Context: an optimization exercise on an open-source flow, tuned for small area. The choices shown serve that exercise and are no tape-out recipe.
Only simulation tests tie the RTL to the original design; equivalence was not proved.
No driver is modelled on the clock port, so clocking that relies on it looks cheaper here than on a real chip.
No activity file was given, so power comes from the tool's default toggle rates.

job 1168:
Design tetris_top, start of the top module:
module tetris_top #(
    parameter int DEBOUNCE_CYCLES = 4,
    parameter int GRAVITY_CYCLES  = 64,
    parameter int SCAN_CYCLES     = 8
) (
    input  logic                         clk,
    input  logic                         reset,
    input  logic                         btn_left,
    input  logic                         btn_right,
    input  logic                         btn_rotate,
    input  logic                         btn_drop,
    input  logic [tetris_pkg::ROW_W-1:0] row_sel,
    output tetris_pkg::row_mask_t        locked_row,
    output tetris_pkg::row_mask_t        active_row,
    output logic [6:0]                   seg,
    output logic [1:0]                   an,
    output logic                         score_win
);
Size: ~40 I/O pins, roughly 11000 µm² of cells after synthesis.
clock: 15.0 ns
lec_check: 0
cap_margin: 0
core_margin: 2
core_utilization: 40
place_density: 0.55
slew_margin: 0
standard.sh (not shown) runs the stock make flow with config.mk's settings and CLKGATE_MAP_FILE= SYNTH_SCRIPT=/design/flow/synth_recipe.tcl, a recipe that flattens the netlist after the stock synthesis.
==> flow/flow/run.sh <==
#!/bin/bash
# Own layout flow: the standard flow (standard.sh), except that
#  - the combinational logic of the standard synthesis is mapped again for area
#    (reabc.tcl with abc.script); registers keep their cells and names;
#  - ports get the smallest buffer; the clock tree uses clkbuf_8 without dummy loads,
#    and after CTS any clock buffer whose sinks would see a slow edge becomes clkbuf_16
#    (fixclk.tcl).
# Each tool's output goes to a log_*.txt file in the work folder.
set -euo pipefail
W=$(pwd)
R=$W/orfs/results/$FLOW_PLATFORM/tetris_top/base
LIB=$FLOW_HOME/platforms/$FLOW_PLATFORM/lib/sky130_fd_sc_hd__tt_025C_1v80.lib
YOSYS=$(command -v yosys || echo "$FLOW_HOME/../tools/install/yosys/bin/yosys")
KNOBS=(
  "BUFFER_PORTS_ARGS=-buffer_cell sky130_fd_sc_hd__buf_1"
  "CTS_ARGS=-sink_clustering_enable -repair_clock_nets -dont_use_dummy_load -buf_list sky130_fd_sc_hd__clkbuf_8"
)
bash standard.sh "${KNOBS[@]}" synth > "$W/log_synth.txt" 2>&1
cp "$R/1_2_yosys.v" "$W/netlist_standard.v"
python3 "$W/flow/gen_cells.py" "$LIB" > "$W/comb_cells.v"
# several abc scripts (different random seeds for deepsyn) in parallel; keep the smallest
best=""; best_area=""
for n in 0 1 2 3; do
  CF_LIB="$LIB" CF_TOP="$FLOW_TOP" CF_CELLS="$W/comb_cells.v" CF_IN="$W/netlist_standard.v" \
    CF_ABC="$W/flow/abc$n.script" CF_STAT="$W/reabc_stat$n.txt" CF_OUT="$W/netlist_reabc$n.v" \
    "$YOSYS" -c "$W/flow/reabc.tcl" > "$W/log_reabc$n.txt" 2>&1 &
done
wait
for n in 0 1 2 3; do
  [[ -s "$W/netlist_reabc$n.v" ]] || continue
  a=$(awk '/Chip area/ {print $NF}' "$W/reabc_stat$n.txt")
  if [[ -z "$best" ]] || awk -v a="$a" -v b="$best_area" 'BEGIN {exit !(a < b)}'; then
    best=$n; best_area=$a
  fi
done
echo "reabc: script $best, area $best_area" > "$W/reabc_choice.txt"
cp "$W/netlist_reabc$best.v" "$W/netlist_reabc.v"
python3 "$W/flow/upsize.py" "$W/netlist_reabc.v" "$W/netlist_sized.v" "$LIB" 12 100 > "$W/log_upsize.txt" 2>&1
cp "$W/netlist_sized.v" "$W/netlist_reabc.v"
cp "$W/netlist_reabc.v" "$R/1_2_yosys.v"
rm -f "$R/1_synth.odb" "$R/1_synth.sdc"
bash standard.sh "${KNOBS[@]}" cts > "$W/log_layout_cts.txt" 2>&1
CF_LIB="$LIB" CF_ODB="$R/4_cts.odb" CF_SDC="$R/4_cts.sdc" CF_SLEW=0.105 \
  CF_RC="$FLOW_HOME/platforms/$FLOW_PLATFORM/setRC.tcl" \
  openroad -no_init -exit "$W/flow/fixclk.tcl" > "$W/log_fixclk.txt" 2>&1
bash standard.sh "${KNOBS[@]}" > "$W/log_layout.txt" 2>&1
==> flow/flow/abc0.script <==
strash
dc2
&get -n
&deepsyn -T 120
&put
strash
&get -n
&dch -f
&nf -a -R 1000 -F 8 -A 8 -p
&put
strash
&get -n
&deepsyn -T 120
&put
strash
&get -n
&dch -f
&nf -a -R 1000 -F 8 -A 8 -p
&put
strash
&get -n
&dch -f
&nf -a -R 1000 -F 8 -A 8 -p
&put
topo
==> flow/flow/abc1.script <==
strash
dc2
&get -n
&deepsyn -T 120 -S 1
&put
strash
&get -n
&dch -f
&nf -a -R 1000 -F 8 -A 8 -p
&put
strash
&get -n
&deepsyn -T 120 -S 11
&put
strash
&get -n
&dch -f
&nf -a -R 1000 -F 8 -A 8 -p
&put
strash
&get -n
&dch -f
&nf -a -R 1000 -F 8 -A 8 -p
&put
topo
==> flow/flow/abc2.script <==
strash
dc2
&get -n
&deepsyn -T 120 -S 2
&put
strash
&get -n
&dch -f
&nf -a -R 1000 -F 8 -A 8 -p
&put
strash
&get -n
&deepsyn -T 120 -S 12
&put
strash
&get -n
&dch -f
&nf -a -R 1000 -F 8 -A 8 -p
&put
strash
&get -n
&dch -f
&nf -a -R 1000 -F 8 -A 8 -p
&put
topo
==> flow/flow/abc3.script <==
strash
dc2
&get -n
&deepsyn -T 120 -S 3
&put
strash
&get -n
&dch -f
&nf -a -R 1000 -F 8 -A 8 -p
&put
strash
&get -n
&deepsyn -T 120 -S 13
&put
strash
&get -n
&dch -f
&nf -a -R 1000 -F 8 -A 8 -p
&put
strash
&get -n
&dch -f
&nf -a -R 1000 -F 8 -A 8 -p
&put
topo
==> flow/flow/reabc.tcl <==
# Re-maps the combinational logic of the standard synthesis netlist for area.
# Registers (and every other sequential cell) are kept as they are, with their names.
set lib $::env(CF_LIB)
set top $::env(CF_TOP)
yosys read_verilog $::env(CF_CELLS)
yosys read_liberty -lib -ignore_redef $lib
yosys read_verilog $::env(CF_IN)
yosys hierarchy -top $top
yosys flatten
yosys hierarchy -top $top -purge_lib
yosys read_liberty -lib -ignore_redef $lib
yosys opt_clean -purge
yosys techmap
yosys opt -fast
yosys abc -script $::env(CF_ABC) -liberty $lib -dont_use *probe* -dont_use *lpflow*
yosys opt_clean -purge
yosys hilomap -singleton -hicell sky130_fd_sc_hd__conb_1 HI -locell sky130_fd_sc_hd__conb_1 LO
yosys splitnets
yosys opt_clean -purge
yosys rename -enumerate -pattern cfc_% c:*abc* c:*\$auto\$*
yosys rename -enumerate -pattern cfw_% w:*abc*
yosys rename -enumerate -pattern cfv_% w:*\$auto\$*
yosys rename -hide w:*.*
yosys rename -enumerate -pattern cfd_% w:*.*
yosys tee -o $::env(CF_STAT) stat -liberty $lib
yosys check -assert -mapped
yosys write_verilog -noattr -nohex -nodec $::env(CF_OUT)
==> flow/flow/upsize.py <==
# Gives the driver of each high-fanout net a stronger drive (same function), so that
# placement needs fewer buffers. Registers are left as they are.
import re, sys
src, dst, libfile = sys.argv[1], sys.argv[2], sys.argv[3]
lib = open(libfile).read()
cells = set(re.findall(r'cell\s*\(\s*"?(sky130_fd_sc_hd__\w+)"?\s*\)', lib))
txt = open(src).read()
inst_re = re.compile(r"(sky130_fd_sc_hd__(\w+?)_(\d+))(\s+)(\\\S+ |\S+)(\s*\()(.*?)\);", re.S)
fo = {}
for m in inst_re.finditer(txt):
    for k, v in re.findall(r'\.(\w+)\(([^()]*)\)', m.group(7)):
        if k not in ('X', 'Y', 'Q', 'Q_N', 'COUT', 'SUM', 'HI', 'LO'):
            fo[v.strip()] = fo.get(v.strip(), 0) + 1
n = 0
def sub(m):
    global n
    base, size = m.group(2), int(m.group(3))
    if base.startswith(('df', 'edf', 'sdf', 'conb', 'dl')):
        return m.group(0)
    outs = [v.strip() for k, v in re.findall(r'\.(\w+)\(([^()]*)\)', m.group(7)) if k in ('X', 'Y')]
    f = max([fo.get(o, 0) for o in outs] or [0])
    want = 4 if f >= int(sys.argv[5]) else 2 if f >= int(sys.argv[4]) else size
    if want > size and "sky130_fd_sc_hd__%s_%d" % (base, want) in cells:
        n += 1
        return m.group(0).replace(m.group(1), "sky130_fd_sc_hd__%s_%d" % (base, want), 1)
    return m.group(0)
out = inst_re.sub(sub, txt)
open(dst, 'w').write(out)
print("upsized", n, "drivers")
Other scripts of this flow, unchanged in this note and not shown: flow/flow/fixclk.tcl, flow/flow/gen_cells.py
Job 1168 completed end to end with timing, DRC and antenna clean.
The inputs of job 9366 differ from those of job 1168 as listed below.
diff --git a/flow/flow/run.sh b/flow/flow/run.sh
--- a/flow/flow/run.sh
+++ b/flow/flow/run.sh
@@ -21,5 +21,5 @@
 # several abc scripts (different random seeds for deepsyn) in parallel; keep the smallest
 best=""; best_area=""
-for n in 0 1 2 3; do
+for n in 0 1 2 3 4 5 6 7; do
   CF_LIB="$LIB" CF_TOP="$FLOW_TOP" CF_CELLS="$W/comb_cells.v" CF_IN="$W/netlist_standard.v" \
     CF_ABC="$W/flow/abc$n.script" CF_STAT="$W/reabc_stat$n.txt" CF_OUT="$W/netlist_reabc$n.v" \
@@ -27,5 +27,5 @@
 done
 wait
-for n in 0 1 2 3; do
+for n in 0 1 2 3 4 5 6 7; do
   [[ -s "$W/netlist_reabc$n.v" ]] || continue
   a=$(awk '/Chip area/ {print $NF}' "$W/reabc_stat$n.txt")
==> flow/flow/abc1.script <==
strash
dc2
&get -n
&deepsyn -T 120
&put
strash
&get -n
&dch -f
&nf -a -R 1000 -F 8 -A 8 -p
&put
mfs2 -a
strash
&get -n
&deepsyn -T 120
&put
strash
&get -n
&dch -f
&nf -a -R 1000 -F 8 -A 8 -p
&put
strash
&get -n
&dch -f
&nf -a -R 1000 -F 8 -A 8 -p
&put
topo
diff --git a/flow/flow/abc2.script b/flow/flow/abc2.script
--- a/flow/flow/abc2.script
+++ b/flow/flow/abc2.script
@@ -2,5 +2,5 @@
 dc2
 &get -n
-&deepsyn -T 120 -S 2
+&deepsyn -T 120 -S 3
 &put
 strash
@@ -11,5 +11,5 @@
 strash
 &get -n
-&deepsyn -T 120 -S 12
+&deepsyn -T 120 -S 13
 &put
 strash
==> flow/flow/abc3.script <==
strash
dc2
&get -n
&deepsyn -T 120
&put
strash
&get -n
&dch -f
&nf -a -R 1000 -F 8 -A 8 -p
&put
strash
&get -n
&deepsyn -T 120
&put
strash
&get -n
&dch -f
&nf -a -R 1000 -F 8 -A 8 -p
&put
strash
&get -n
&deepsyn -T 120
&put
strash
&get -n
&dch -f
&nf -a -R 1000 -F 8 -A 8 -p
&put
strash
&get -n
&dch -f
&nf -a -R 1000 -F 8 -A 8 -p
&put
topo
==> flow/flow/abc4.script (new file) <==
strash
&get -n
&deepsyn -T 120 -S 0
&put
strash
&get -n
&dch -f
&nf -a -R 1000 -F 8 -A 8 -p
&put
strash
&get -n
&deepsyn -T 120 -S 0
&put
strash
&get -n
&dch -f
&nf -a -R 1000 -F 8 -A 8 -p
&put
strash
&get -n
&deepsyn -T 120 -S 0
&put
strash
&get -n
&dch -f
&nf -a -R 1000 -F 8 -A 8 -p
&put
strash
&get -n
&deepsyn -T 120 -S 0
&put
strash
&get -n
&dch -f
&nf -a -R 1000 -F 8 -A 8 -p
&put
strash
&get -n
&deepsyn -T 120 -S 0
&put
strash
&get -n
&dch -f
&nf -a -R 1000 -F 8 -A 8 -p
&put
strash
&get -n
&dch -f
&nf -a -R 1000 -F 8 -A 8 -p
&put
topo
==> flow/flow/abc5.script (new file) <==
strash
&get -n
&deepsyn -T 120 -S 3
&put
strash
&get -n
&dch -f
&nf -a -R 1000 -F 8 -A 8 -p
&put
strash
&get -n
&deepsyn -T 120 -S 3
&put
strash
&get -n
&dch -f
&nf -a -R 1000 -F 8 -A 8 -p
&put
strash
&get -n
&deepsyn -T 120 -S 3
&put
strash
&get -n
&dch -f
&nf -a -R 1000 -F 8 -A 8 -p
&put
strash
&get -n
&deepsyn -T 120 -S 3
&put
strash
&get -n
&dch -f
&nf -a -R 1000 -F 8 -A 8 -p
&put
strash
&get -n
&deepsyn -T 120 -S 3
&put
strash
&get -n
&dch -f
&nf -a -R 1000 -F 8 -A 8 -p
&put
strash
&get -n
&dch -f
&nf -a -R 1000 -F 8 -A 8 -p
&put
topo
==> flow/flow/abc6.script (new file) <==
strash
&get -n
&deepsyn -T 120 -S 5
&put
strash
&get -n
&dch -f
&nf -a -R 1000 -F 8 -A 8 -p
&put
strash
&get -n
&deepsyn -T 120 -S 5
&put
strash
&get -n
&dch -f
&nf -a -R 1000 -F 8 -A 8 -p
&put
strash
&get -n
&deepsyn -T 120 -S 5
&put
strash
&get -n
&dch -f
&nf -a -R 1000 -F 8 -A 8 -p
&put
strash
&get -n
&deepsyn -T 120 -S 5
&put
strash
&get -n
&dch -f
&nf -a -R 1000 -F 8 -A 8 -p
&put
strash
&get -n
&deepsyn -T 120 -S 5
&put
strash
&get -n
&dch -f
&nf -a -R 1000 -F 8 -A 8 -p
&put
strash
&get -n
&dch -f
&nf -a -R 1000 -F 8 -A 8 -p
&put
topo
==> flow/flow/abc7.script (new file) <==
strash
&get -n
&deepsyn -T 120 -S 7
&put
strash
&get -n
&dch -f
&nf -a -R 1000 -F 8 -A 8 -p
&put
strash
&get -n
&deepsyn -T 120 -S 7
&put
strash
&get -n
&dch -f
&nf -a -R 1000 -F 8 -A 8 -p
&put
strash
&get -n
&deepsyn -T 120 -S 7
&put
strash
&get -n
&dch -f
&nf -a -R 1000 -F 8 -A 8 -p
&put
strash
&get -n
&deepsyn -T 120 -S 7
&put
strash
&get -n
&dch -f
&nf -a -R 1000 -F 8 -A 8 -p
&put
strash
&get -n
&deepsyn -T 120 -S 7
&put
strash
&get -n
&dch -f
&nf -a -R 1000 -F 8 -A 8 -p
&put
strash
&get -n
&dch -f
&nf -a -R 1000 -F 8 -A 8 -p
&put
topo
diff --git a/flow/config.mk b/flow/config.mk
--- a/flow/config.mk
+++ b/flow/config.mk
@@ -6,4 +6,5 @@
 export NUM_CORES = 8
 export LEC_CHECK = 0
+export ABC_AREA = 1
 export CAP_MARGIN = 0
 export CORE_MARGIN = 2
==> comparison <==
For the met3 wire length, job 9366 came in about 22% higher than job 1168 did. Job 9366 ends up with higher final-stage net count than job 1168 does. Job 9366 against job 1168: mean post-synth cell area decreased 0.13 µm²; per-cell routed wire length increased 0.23 µm; final routed wirelength across all metal layers increased 1.4%; wire length of the first global-routing pass increased 1400 µm; die footprint decreased 1.4%.
diff inputs: job 9366 => job 3923
diff --git a/flow/flow/run.sh b/flow/flow/run.sh
--- a/flow/flow/run.sh
+++ b/flow/flow/run.sh
@@ -21,5 +21,5 @@
 # several abc scripts (different random seeds for deepsyn) in parallel; keep the smallest
 best=""; best_area=""
-for n in 0 1 2 3 4 5 6 7; do
+for n in 0 1 2 3; do
   CF_LIB="$LIB" CF_TOP="$FLOW_TOP" CF_CELLS="$W/comb_cells.v" CF_IN="$W/netlist_standard.v" \
     CF_ABC="$W/flow/abc$n.script" CF_STAT="$W/reabc_stat$n.txt" CF_OUT="$W/netlist_reabc$n.v" \
@@ -27,5 +27,5 @@
 done
 wait
-for n in 0 1 2 3 4 5 6 7; do
+for n in 0 1 2 3; do
   [[ -s "$W/netlist_reabc$n.v" ]] || continue
   a=$(awk '/Chip area/ {print $NF}' "$W/reabc_stat$n.txt")
removed: flow/flow/abc4.script
removed: flow/flow/abc5.script
removed: flow/flow/abc6.script
removed: flow/flow/abc7.script
Findings:
Between job 9366 and job 3923, utilization increased.
Cmp job 3923 and job 9366 / sequential share of cell area / higher: job 9366
The lower leakage power of the design of job 3923 and job 9366 is in job 3923.
Looking at clock network fraction of design power, job 3923 sits above job 9366.
Higher setup slack among job 3923 and job 9366: job 9366
Job 3923 ended up with nor2_1 as its most frequent standard cell in the layout excluding fill and tap cells; job 9366 ended up with a21oi_1.
#### Input delta (job 9943 over job 3923)
diff --git a/flow/flow/run.sh b/flow/flow/run.sh
--- a/flow/flow/run.sh
+++ b/flow/flow/run.sh
@@ -15,4 +15,6 @@
   "BUFFER_PORTS_ARGS=-buffer_cell sky130_fd_sc_hd__buf_1"
   "CTS_ARGS=-sink_clustering_enable -repair_clock_nets -dont_use_dummy_load -buf_list sky130_fd_sc_hd__clkbuf_8"
+  "MATCH_CELL_FOOTPRINT=0"
+  "RECOVER_POWER=100"
 )
 bash standard.sh "${KNOBS[@]}" synth > "$W/log_synth.txt" 2>&1
@@ -36,6 +38,4 @@
 echo "reabc: script $best, area $best_area" > "$W/reabc_choice.txt"
 cp "$W/netlist_reabc$best.v" "$W/netlist_reabc.v"
-python3 "$W/flow/upsize.py" "$W/netlist_reabc.v" "$W/netlist_sized.v" "$LIB" 12 100 > "$W/log_upsize.txt" 2>&1
-cp "$W/netlist_sized.v" "$W/netlist_reabc.v"
 cp "$W/netlist_reabc.v" "$R/1_2_yosys.v"
 rm -f "$R/1_synth.odb" "$R/1_synth.sdc"
==> flow/flow/abc1.script <==
strash
dc2
&get -n
&deepsyn -T 120 -S 1
&put
strash
&get -n
&dch -f
&nf -a -R 1000 -F 8 -A 8 -p
&put
strash
&get -n
&deepsyn -T 120 -S 11
&put
strash
&get -n
&dch -f
&nf -a -R 1000 -F 8 -A 8 -p
&put
strash
&get -n
&dch -f
&nf -a -R 1000 -F 8 -A 8 -p
&put
topo
diff --git a/flow/flow/abc2.script b/flow/flow/abc2.script
--- a/flow/flow/abc2.script
+++ b/flow/flow/abc2.script
@@ -2,5 +2,5 @@
 dc2
 &get -n
-&deepsyn -T 120 -S 3
+&deepsyn -T 120 -S 2
 &put
 strash
@@ -11,5 +11,5 @@
 strash
 &get -n
-&deepsyn -T 120 -S 13
+&deepsyn -T 120 -S 12
 &put
 strash
==> flow/flow/abc3.script <==
strash
dc2
&get -n
&deepsyn -T 120 -S 3
&put
strash
&get -n
&dch -f
&nf -a -R 1000 -F 8 -A 8 -p
&put
strash
&get -n
&deepsyn -T 120 -S 13
&put
strash
&get -n
&dch -f
&nf -a -R 1000 -F 8 -A 8 -p
&put
strash
&get -n
&dch -f
&nf -a -R 1000 -F 8 -A 8 -p
&put
topo
diff --git a/flow/config.mk b/flow/config.mk
--- a/flow/config.mk
+++ b/flow/config.mk
@@ -6,5 +6,4 @@
 export NUM_CORES = 8
 export LEC_CHECK = 0
-export ABC_AREA = 1
 export CAP_MARGIN = 0
 export CORE_MARGIN = 2
removed: flow/flow/upsize.py
### Flow results
- The final layout from job 3923, which completed every stage, passed the timing, DRC and antenna checks at the end of the flow.
- The layout from job 9943, despite a flow that completed every stage, fails the layout checks, with the failing checks listed as capacitance limit, slew limit.
- Job 3923 -> job 9943: mapped cell area flat
- Job 3923 → job 9943: final core utilization went up by 0.17 points; wire length the detailed router placed on met1 rose by 0.97%; HPWL after detailed placement dropped 1200 µm; number of buffers outside the clock class in the layout now sits higher; sequential share of layout area comparable.
- Job 9943 vs job 3923, start point of the critical path: row_sel[0] vs brd[127]
- Relative to job 3923, job 9943 improves internal power contribution.
- In job 9943 the number of standard cells after synthesis turned out 13 higher than in job 3923.
- Side by side, portion of total power attributed to combinational logic turned out lower in job 9943 than in job 3923.
The following lists how job 8466 was set up differently from job 9943:
diff --git a/flow/flow/run.sh b/flow/flow/run.sh
--- a/flow/flow/run.sh
+++ b/flow/flow/run.sh
@@ -15,27 +15,11 @@
   "BUFFER_PORTS_ARGS=-buffer_cell sky130_fd_sc_hd__buf_1"
   "CTS_ARGS=-sink_clustering_enable -repair_clock_nets -dont_use_dummy_load -buf_list sky130_fd_sc_hd__clkbuf_8"
-  "MATCH_CELL_FOOTPRINT=0"
-  "RECOVER_POWER=100"
 )
 bash standard.sh "${KNOBS[@]}" synth > "$W/log_synth.txt" 2>&1
 cp "$R/1_2_yosys.v" "$W/netlist_standard.v"
 python3 "$W/flow/gen_cells.py" "$LIB" > "$W/comb_cells.v"
-# several abc scripts (different random seeds for deepsyn) in parallel; keep the smallest
-best=""; best_area=""
-for n in 0 1 2 3; do
-  CF_LIB="$LIB" CF_TOP="$FLOW_TOP" CF_CELLS="$W/comb_cells.v" CF_IN="$W/netlist_standard.v" \
-    CF_ABC="$W/flow/abc$n.script" CF_STAT="$W/reabc_stat$n.txt" CF_OUT="$W/netlist_reabc$n.v" \
-    "$YOSYS" -c "$W/flow/reabc.tcl" > "$W/log_reabc$n.txt" 2>&1 &
-done
-wait
-for n in 0 1 2 3; do
-  [[ -s "$W/netlist_reabc$n.v" ]] || continue
-  a=$(awk '/Chip area/ {print $NF}' "$W/reabc_stat$n.txt")
-  if [[ -z "$best" ]] || awk -v a="$a" -v b="$best_area" 'BEGIN {exit !(a < b)}'; then
-    best=$n; best_area=$a
-  fi
-done
-echo "reabc: script $best, area $best_area" > "$W/reabc_choice.txt"
-cp "$W/netlist_reabc$best.v" "$W/netlist_reabc.v"
+CF_LIB="$LIB" CF_TOP="$FLOW_TOP" CF_CELLS="$W/comb_cells.v" CF_IN="$W/netlist_standard.v" \
+  CF_ABC="$W/flow/abc.script" CF_STAT="$W/reabc_stat.txt" CF_OUT="$W/netlist_reabc.v" \
+  "$YOSYS" -c "$W/flow/reabc.tcl" > "$W/log_reabc.txt" 2>&1
 cp "$W/netlist_reabc.v" "$R/1_2_yosys.v"
 rm -f "$R/1_synth.odb" "$R/1_synth.sdc"
==> flow/flow/abc.script (new file) <==
strash
dc2
&get -n
&deepsyn -T 120
&put
strash
&get -n
&dch -f
&nf -a -R 1000 -F 8 -A 8 -p
&put
strash
&get -n
&deepsyn -T 120
&put
strash
&get -n
&dch -f
&nf -a -R 1000 -F 8 -A 8 -p
&put
strash
&get -n
&dch -f
&nf -a -R 1000 -F 8 -A 8 -p
&put
topo
removed: flow/flow/abc0.script
removed: flow/flow/abc1.script
removed: flow/flow/abc2.script
removed: flow/flow/abc3.script
==> comparison <==
- Job 8466 was carried through to the last stage, and its layout satisfied the timing, DRC and antenna checks.
- On job 8466: number of design-rule violations left by the first detailed-router iteration is 114 lower than what job 9943 gave.
- Job 8466 against job 9943: total count of max-transition violations in the final report decreased 47; fraction of area in registers now sits at about the same level; static leakage picked up an extra 1.0%; total power held; iteration count of the initial detailed-routing pass grew by 1.
- Diff job 9943..job 8466 | wire length | negligible
### job 8466 -> job 8689
diff --git a/flow/flow/run.sh b/flow/flow/run.sh
--- a/flow/flow/run.sh
+++ b/flow/flow/run.sh
@@ -14,5 +14,5 @@
 KNOBS=(
   "BUFFER_PORTS_ARGS=-buffer_cell sky130_fd_sc_hd__buf_1"
-  "CTS_ARGS=-sink_clustering_enable -repair_clock_nets -dont_use_dummy_load -buf_list sky130_fd_sc_hd__clkbuf_8"
+  "CTS_ARGS=-sink_clustering_enable -repair_clock_nets -dont_use_dummy_load -buf_list sky130_fd_sc_hd__clkbuf_16"
 )
 bash standard.sh "${KNOBS[@]}" synth > "$W/log_synth.txt" 2>&1
==> comparison <==
All of job 8466 and job 8689 finish clean.
Taking job 8466 as the reference, in job 8689 summed area of non-filler cells in the final layout rose 1.3%, average wire per cell in the routed design has remained practically unchanged.
Delta (job 8689 minus job 8466): fmax held steady; sequential cell count held steady; wire length of the first global-routing pass held steady.
Going from job 8466 to job 8689, shortest period the worst path allows shrinks by 0.0081 ns.
Job 8689 vs. job 8466: via count went up by 137.
Net count of the mapped netlist delta (job 8466 -> job 8689): insignificant
Job 8689: global-route met3 utilization lower than job 8466
Job 8466 → job 8689: clock-cell share of area now sits higher; global-route usage now sits at about the same level.

-- re-timing with driven ports --
In the flow no input, the clock included, has a driving cell. The finished layouts below were timed again as built, in two steps.
Step 1: set_driving_cell puts a clkbuf_16 on clk and a buf_2 on each other input, an assumption about the parent block.
Step 2, shift: input delay + t, output delay - t, t = (earliest + latest rising clock arrival at the registers) / 2. This alone moves slack from input paths to output paths.
Three values: ideal ports, drivers, drivers and shift; two values: the first two.
| run | t, ns | setup slack, ns | worst hold slack (ns) | worst register clock-pin slew, ns | cell pins on the clock port's net |
|---|---|---|---|---|---|
| job 1168 | 0.447 | 4.364 / 4.312 / 4.759 | 0.440 / 0.440 / 0.440 | 0.10 / 0.10 | 1 |
| job 9366 | 0.441 | 4.429 / 4.380 / 4.821 | 0.444 / 0.444 / 0.444 | 0.10 / 0.10 | 1 |
| job 3923 | 0.456 | 4.325 / 4.273 / 4.728 | 0.443 / 0.443 / 0.443 | 0.09 / 0.09 | 1 |
| job 9943 | 0.445 | 4.466 / 4.409 / 4.409 | 0.426 / 0.426 / 0.426 | 0.10 / 0.10 | 1 |
| job 8466 | 0.446 | 4.455 / 4.391 / 4.391 | 0.423 / 0.423 / 0.423 | 0.10 / 0.10 | 1 |
| job 8689 | 0.484 | 4.463 / 4.398 / 4.398 | 0.431 / 0.431 / 0.431 | 0.08 / 0.08 | 1 |
The setup slack of job 8689, which loses most, moves by -0.065 ns with the drivers and by -0.065 ns with both steps.
